This is an optimization exercise on Yosys and OpenROAD, whose aim is small area, a short achievable clock period and few clock cycles, not a production implementation.
In this exercise RTL edits were held to simulation tests only and were not proved equivalent to the original.
No activity file was given, so power comes from the tool's default toggle rates.

// alu64
module alu64 (
  input  wire logic             clk,
  input  wire logic             rst_n,
  input  wire logic             req,
  input  wire alu_pkg::alu_op_t op,
  input  wire alu_pkg::word_t   r,
  input  wire alu_pkg::word_t   s,
  output logic                  ack,
  output alu_pkg::word_t        y,
  output logic                  c,
  output logic                  n,
  output logic                  z,
  output logic                  v
);
For scale: roughly 3400 cells after synthesis, about 28000 um^2 of cells after synthesis.
==> flow/config.mk <==
export PLATFORM = sky130hd
export DESIGN_NAME = alu64
export DESIGN_NICKNAME = alu64
export VERILOG_FILES = /design/flow/design.v
export SDC_FILE = /design/flow/constraint.sdc
export NUM_CORES = 4
export LEC_CHECK = 0
export CAP_MARGIN = 20
export CORE_MARGIN = 2
export CORE_UTILIZATION = 40
export CTS_BUF_LIST = sky130_fd_sc_hd__clkbuf_4
export SETUP_SLACK_MARGIN = 5
export SLEW_MARGIN = 20
export BUFFER_PORTS_ARGS = -buffer_cell sky130_fd_sc_hd__buf_1
==> flow/constraint.sdc <==
create_clock -name core_clock -period 10.0 [get_ports {clk}]
set_input_delay 2.0000 -clock core_clock [delete_from_list [all_inputs] [get_ports {clk}]]
set_output_delay 2.0000 -clock core_clock [all_outputs]
set_load 0.01 [all_outputs]
standard.sh (not shown) runs the stock make flow with config.mk's settings and CLKGATE_MAP_FILE= SYNTH_SCRIPT=/design/flow/synth_recipe.tcl, a recipe that flattens the netlist after the stock synthesis.
==> flow/flow/run.sh <==
#!/bin/bash
# The standard ORFS layout (standard.sh), with one change: the port buffers
# are sky130_fd_sc_hd__buf_1 instead of the cell buffer_ports picks by default.
# make's output goes to standard.log; ORFS keeps each step's log under orfs/logs.
set -euo pipefail
echo "export BUFFER_PORTS_ARGS = -buffer_cell sky130_fd_sc_hd__buf_1" >> config.mk
bash standard.sh > standard.log 2>&1
The baseline passed the timing, DRC and antenna checks.
Testbench counts at the start, summed over its fixed seeds: cycles 21,864.
Then changed:
--- a/flow/design.v
+++ b/flow/design.v
@@ -265,28 +265,28 @@
       zr   <= in_div ? r_zero : (r_zero | s_zero);
       dz   <= s_zero;
       if (in_mul) begin
         k_ahi                   <= 1'b1;
         k_ashl                  <= 1'b0;
         k_sgn                   <= 1'b1;
         {k_one, k_two, k_neg}   <= booth({r[1:0], 1'b0});
         k_cin                   <= r[1];
         k_mskip                 <= (r[7:0] == 8'h00);
       end else if (!in_div || r[msb] || s[msb] || s_zero) begin
         k_ashl  <= 1'b0;
-        k_aen   <= (op == alu_pkg::op_add) || (op == alu_pkg::op_sub) || (in_div && r[msb]);
+        k_aen   <= (op == alu_pkg::op_add) || (op == alu_pkg::op_sub) || in_div;
         k_ainv  <= (op == alu_pkg::op_dec) || (in_div && r[msb]);
-        k_one   <= !in_div || !r[msb];
-        k_neg   <= (op == alu_pkg::op_sub) || (op == alu_pkg::op_neg) || (in_div && !r[msb]);
+        k_one   <= !in_div;
+        k_neg   <= (op == alu_pkg::op_sub) || (op == alu_pkg::op_neg);
         k_cin   <= (op == alu_pkg::op_sub) || (op == alu_pkg::op_neg) ||
-                   (op == alu_pkg::op_inc) || in_div;
+                   (op == alu_pkg::op_inc) || (in_div && r[msb]);
       end
     end
     if (st[S_EXEC]) begin
       if (op_q == alu_pkg::op_div && !dz) begin
         if (opnd[msb]) begin
           k_ashl  <= 1'b0;
           k_cin   <= 1'b1;
         end
       end
     end
     if (st[S_ABS]) opnd <= sum66[msb:0];
@@ -301,24 +301,31 @@
     end
     if (st[S_DIV]) begin
       cnt <= div_skip ? cnt - 7'd8 : cnt - 7'd1;
       if (last) begin
         k_ashl  <= 1'b0;
         k_aen   <= 1'b1;
         k_ainv  <= 1'b1;
         k_one   <= 1'b0;
         k_neg   <= 1'b0;
       end
     end
-    y            <= y_idle_st ? y_idle : y_busy;
-    {c, n, z, v} <= y_idle_st ? f_idle : f_busy;
+  end
+  always_ff @(posedge clk) begin
+    if (!rst_n) begin
+      y            <= '0;
+      {c, n, z, v} <= '0;
+    end else begin
+      y            <= y_idle_st ? y_idle : y_busy;
+      {c, n, z, v} <= y_idle_st ? f_idle : f_busy;
+    end
   end
   alu_pkg::word_t y_idle, y_busy;
   logic [3:0]     f_idle, f_busy;
   logic           y_idle_st;
   assign y_idle_st = st[S_IDLE];
   always_comb begin
     if (in_msw || (in_rem && !st_dz)) begin
       y_idle = hi;
       f_idle = {1'b0, st_n, st_z, 1'b0};
     end else if (in_rem) begin
       y_idle = '0;
@@ -380,25 +387,24 @@
       hi    <= '0;
       st_n  <= 1'b0;
       st_z  <= 1'b0;
       st_dz <= 1'b0;
     end else begin
       if (st[S_IDLE] && req) begin
         st <= '0;
         if (in_md) hi <= '0;
         if (in_mul) begin
           st[S_MUL] <= 1'b1;
         end else if (in_div) begin
-          if (r[msb] || s_zero) st[S_EXEC] <= 1'b1;
-          else if (s[msb])      st[S_ABS]  <= 1'b1;
-          else                  st[S_DIV]  <= 1'b1;
+          if (r[msb] || s[msb] || s_zero) st[S_EXEC] <= 1'b1;
+          else                            st[S_DIV]  <= 1'b1;
         end else if (in_arith) begin
           st[S_EXEC] <= 1'b1;
         end else begin
           ack       <= 1'b1;
           st[S_DONE] <= 1'b1;
         end
       end
       if (st[S_EXEC]) begin
         st <= '0;
         if (op_q != alu_pkg::op_div) begin
           ack        <= 1'b1;
What happened: Synthesized area drops by a few percent; sequential power drops by roughly a tenth; setup slack gets better by 0.061 ns; wire length climbs by a few percent; flip-flop and latch count does not change; clock-buffer cell count drops by 7; critical path depth climbs by 9; via count drops slightly.
Testbench counts after the change, summed over its fixed seeds: cycles 21,966.

* * *

alu64, a different RTL version from the one above (not shown whole).
Size in the first run: ~3,300 cells after synthesis, ~230 flip-flops, roughly 210 I/O pins, roughly 27,000 sq um of cells after synthesis.
==> flow/config.mk <==
export PLATFORM = sky130hd
export DESIGN_NAME = alu64
export DESIGN_NICKNAME = alu64
export VERILOG_FILES = /design/flow/design.v
export SDC_FILE = /design/flow/constraint.sdc
export NUM_CORES = 4
export LEC_CHECK = 0
export CAP_MARGIN = 20
export CORE_MARGIN = 2
export CORE_UTILIZATION = 40
export CTS_BUF_LIST = sky130_fd_sc_hd__clkbuf_4
export SETUP_SLACK_MARGIN = 5
export SLEW_MARGIN = 20
export BUFFER_PORTS_ARGS = -buffer_cell sky130_fd_sc_hd__buf_1
==> flow/constraint.sdc <==
create_clock -name core_clock -period 10.0 [get_ports {clk}]
set_input_delay 2.0000 -clock core_clock [delete_from_list [all_inputs] [get_ports {clk}]]
set_output_delay 2.0000 -clock core_clock [all_outputs]
set_load 0.01 [all_outputs]
Scripts as last shown in full above: flow/flow/run.sh
Testbench counts at the start, summed over its fixed seeds: cycles 21,966.
Change:
--- a/flow/design.v
+++ b/flow/design.v
@@ -37,15 +37,14 @@
   typedef enum logic [1:0] {md_idle, md_run, md_fix} md_state_e;
 endpackage
 `default_nettype wire
 `timescale 1ns/1ps
 `default_nettype none
 module alu_logic_unit (
   input  wire alu_pkg::alu_op_t op,
-  input  wire logic             kill,
   input  wire alu_pkg::word_t   r,
   input  wire alu_pkg::word_t   s,
   output alu_pkg::word_t        y,
   output logic                  c,
   output logic                  v
 );
   localparam int msb = alu_pkg::word_w - 1;
@@ -83,15 +82,14 @@
         v    = s[msb] ^ s[msb-1];
       end
       alu_pkg::op_lshr: begin shr = 1'b1; c = s[0]; end
       alu_pkg::op_ashr: begin shr = 1'b1; c = s[0]; hi_in = s[msb]; end
       alu_pkg::op_ror:  begin shr = 1'b1; c = s[0]; hi_in = s[0]; end
       default: ;
     endcase
-    if (kill) tbl = 4'b0000;
   end
   always_comb begin
     if (shl)      x = {s[msb-1:0], lo_in};
     else if (shr) x = {hi_in, s[msb:1]};
     else          x = s;
     if (ashl) x[msb] = s[msb];
     for (int i = 0; i <= msb; i++) y[i] = tbl[{r[i], x[i]}];
@@ -184,15 +182,15 @@
                     (op == alu_pkg::op_add) || (op == alu_pkg::op_sub) ||
                     (op == alu_pkg::op_neg);
   assign r_zero   = (r == '0);
   assign s_zero   = (s == '0);
   alu_pkg::word_t lu_y;
   logic           lu_c, lu_v;
   alu_logic_unit u_logic (
-    .op (op), .kill (in_rem && st_dz), .r (r), .s (s), .y (lu_y), .c (lu_c), .v (lu_v)
+    .op (op), .r (r), .s (s), .y (lu_y), .c (lu_c), .v (lu_v)
   );
   logic [65:0]          a66, b66, pp66, sum66;
   alu_pkg::word_t       ay;
   logic                 cout;
   assign ay = (({64{k_aen}} & y) | ({64{k_ahi}} & hi) |
                ({64{k_ashl}} & {hi[msb-1:0], y[msb]})) ^ {64{k_ainv}};
   assign a66 = {{2{k_ahi & hi[msb]}}, ay};
@@ -271,20 +269,20 @@
         k_ashl                  <= 1'b0;
         k_sgn                   <= 1'b1;
         {k_one, k_two, k_neg}   <= booth({r[1:0], 1'b0});
         k_cin                   <= r[1];
         k_mskip                 <= (r[7:0] == 8'h00);
       end else if (!in_div || r[msb] || s[msb] || s_zero) begin
         k_ashl  <= 1'b0;
-        k_aen   <= (op == alu_pkg::op_add) || (op == alu_pkg::op_sub) || (in_div && !s_zero);
-        k_ainv  <= (op == alu_pkg::op_dec) || (in_div && r[msb] && !s_zero);
+        k_aen   <= (op == alu_pkg::op_add) || (op == alu_pkg::op_sub) || in_div;
+        k_ainv  <= (op == alu_pkg::op_dec) || (in_div && r[msb]);
         k_one   <= !in_div;
         k_neg   <= (op == alu_pkg::op_sub) || (op == alu_pkg::op_neg);
         k_cin   <= (op == alu_pkg::op_sub) || (op == alu_pkg::op_neg) ||
-                   (op == alu_pkg::op_inc) || (in_div && r[msb] && !s_zero);
+                   (op == alu_pkg::op_inc) || (in_div && r[msb]);
       end
     end
     if (st[S_EXEC]) begin
       if (op_q == alu_pkg::op_div && !dz) begin
         if (opnd[msb]) begin
           k_ashl  <= 1'b0;
           k_cin   <= 1'b1;
@@ -315,24 +313,36 @@
     {c, n, z, v} <= y_idle_st ? f_idle : f_busy;
   end
   alu_pkg::word_t y_idle, y_busy;
   logic [3:0]     f_idle, f_busy;
   logic           y_idle_st;
   assign y_idle_st = st[S_IDLE];
   always_comb begin
-    y_idle = (in_msw || (in_rem && !st_dz)) ? hi : lu_y;
-    if (in_msw || (in_rem && !st_dz)) f_idle = {1'b0, st_n, st_z, 1'b0};
-    else if (in_rem)                  f_idle = 4'b0001;
-    else                              f_idle = {lu_c, lu_y[msb], lu_y == '0, lu_v};
+    if (in_msw || (in_rem && !st_dz)) begin
+      y_idle = hi;
+      f_idle = {1'b0, st_n, st_z, 1'b0};
+    end else if (in_rem) begin
+      y_idle = '0;
+      f_idle = 4'b0001;
+    end else begin
+      y_idle = lu_y;
+      f_idle = {lu_c, lu_y[msb], lu_y == '0, lu_v};
+    end
     y_busy = y;
     f_busy = {c, n, z, v};
     if (st[S_EXEC]) begin
-      y_busy = sum66[msb:0];
-      if (op_q != alu_pkg::op_div) f_busy = {ar_c, ar[msb], ar_z, ar_v};
-      else if (dz)                 f_busy = 4'b0001;
+      if (op_q != alu_pkg::op_div) begin
+        y_busy = ar;
+        f_busy = {ar_c, ar[msb], ar_z, ar_v};
+      end else if (dz) begin
+        y_busy = '0;
+        f_busy = 4'b0001;
+      end else begin
+        y_busy = sum66[msb:0];
+      end
     end
     if (st[S_MUL]) begin
       if (k_mskip) begin
         y_busy = {hi[7:0], y[msb:8]};
         f_busy = {1'b0, hi[msb], zr, 1'b0};
       end else begin
         y_busy = {sum66[1:0], y[msb:2]};
The new run completed without violations.
Setup slack gets better by 230 ps.
Combinational power goes down by about a fifth.
Clock-buffer cell count goes down by 5.
Worst hold slack gets better by 69 ps.
Final cell count goes down by a few percent.
Routed wire length goes down by a few percent.
Design area goes down by a few percent.
Sequential power goes down by a few percent.
Die area goes down slightly.
Clock skew goes down by 3.5 ps.
Register-to-register slack gets better by 230 ps.
Via count goes down by a few percent.
Testbench counts after the change, summed over its fixed seeds: cycles 21,966.

-- re-timing with driven ports --
No port has a modelled driver above. Below, the same layouts with a new extraction and two added sets of constraints.
Step 1 (the two cells are an assumption about what drives the block):
set clk [get_ports {clk}]
set_driving_cell -lib_cell sky130_fd_sc_hd__clkbuf_16 $clk
set_driving_cell -lib_cell sky130_fd_sc_hd__buf_2 [delete_from_list [all_inputs] $clk]
Step 2 moves the port delays by t, midway between the first and last clock arrival at a register: inputs arrive t later, outputs are due t later. That takes back most of the time a late clock gives input paths.
a / b / c = ideal ports / drivers / drivers and shift; a / b = the first two.
run | t, ns | slack for setup (ns) | worst hold slack (ns) | worst register clock-pin slew, ns | cell pins on the clock port's net
the first run of note 1 | 0.944 | 4.937 / 4.937 / 4.395 | 0.557 / 0.557 / 0.557 | 0.08 / 0.08 | 1
the second run of note 1 | 0.927 | 4.998 / 4.998 / 4.214 | 0.503 / 0.503 / 0.503 | 0.08 / 0.08 | 1
the first run of note 2 | 0.881 | 4.861 / 4.861 / 4.244 | 0.488 / 0.488 / 0.488 | 0.08 / 0.08 | 1
the second run of note 2 | 0.900 | 5.096 / 5.096 / 4.285 | 0.557 / 0.557 / 0.557 | 0.09 / 0.09 | 1
After both steps setup and hold are still met in every run listed. For the second run of note 2, which loses most, drivers alone change the setup slack by 0.000 ns; drivers and shift together by -0.811 ns.
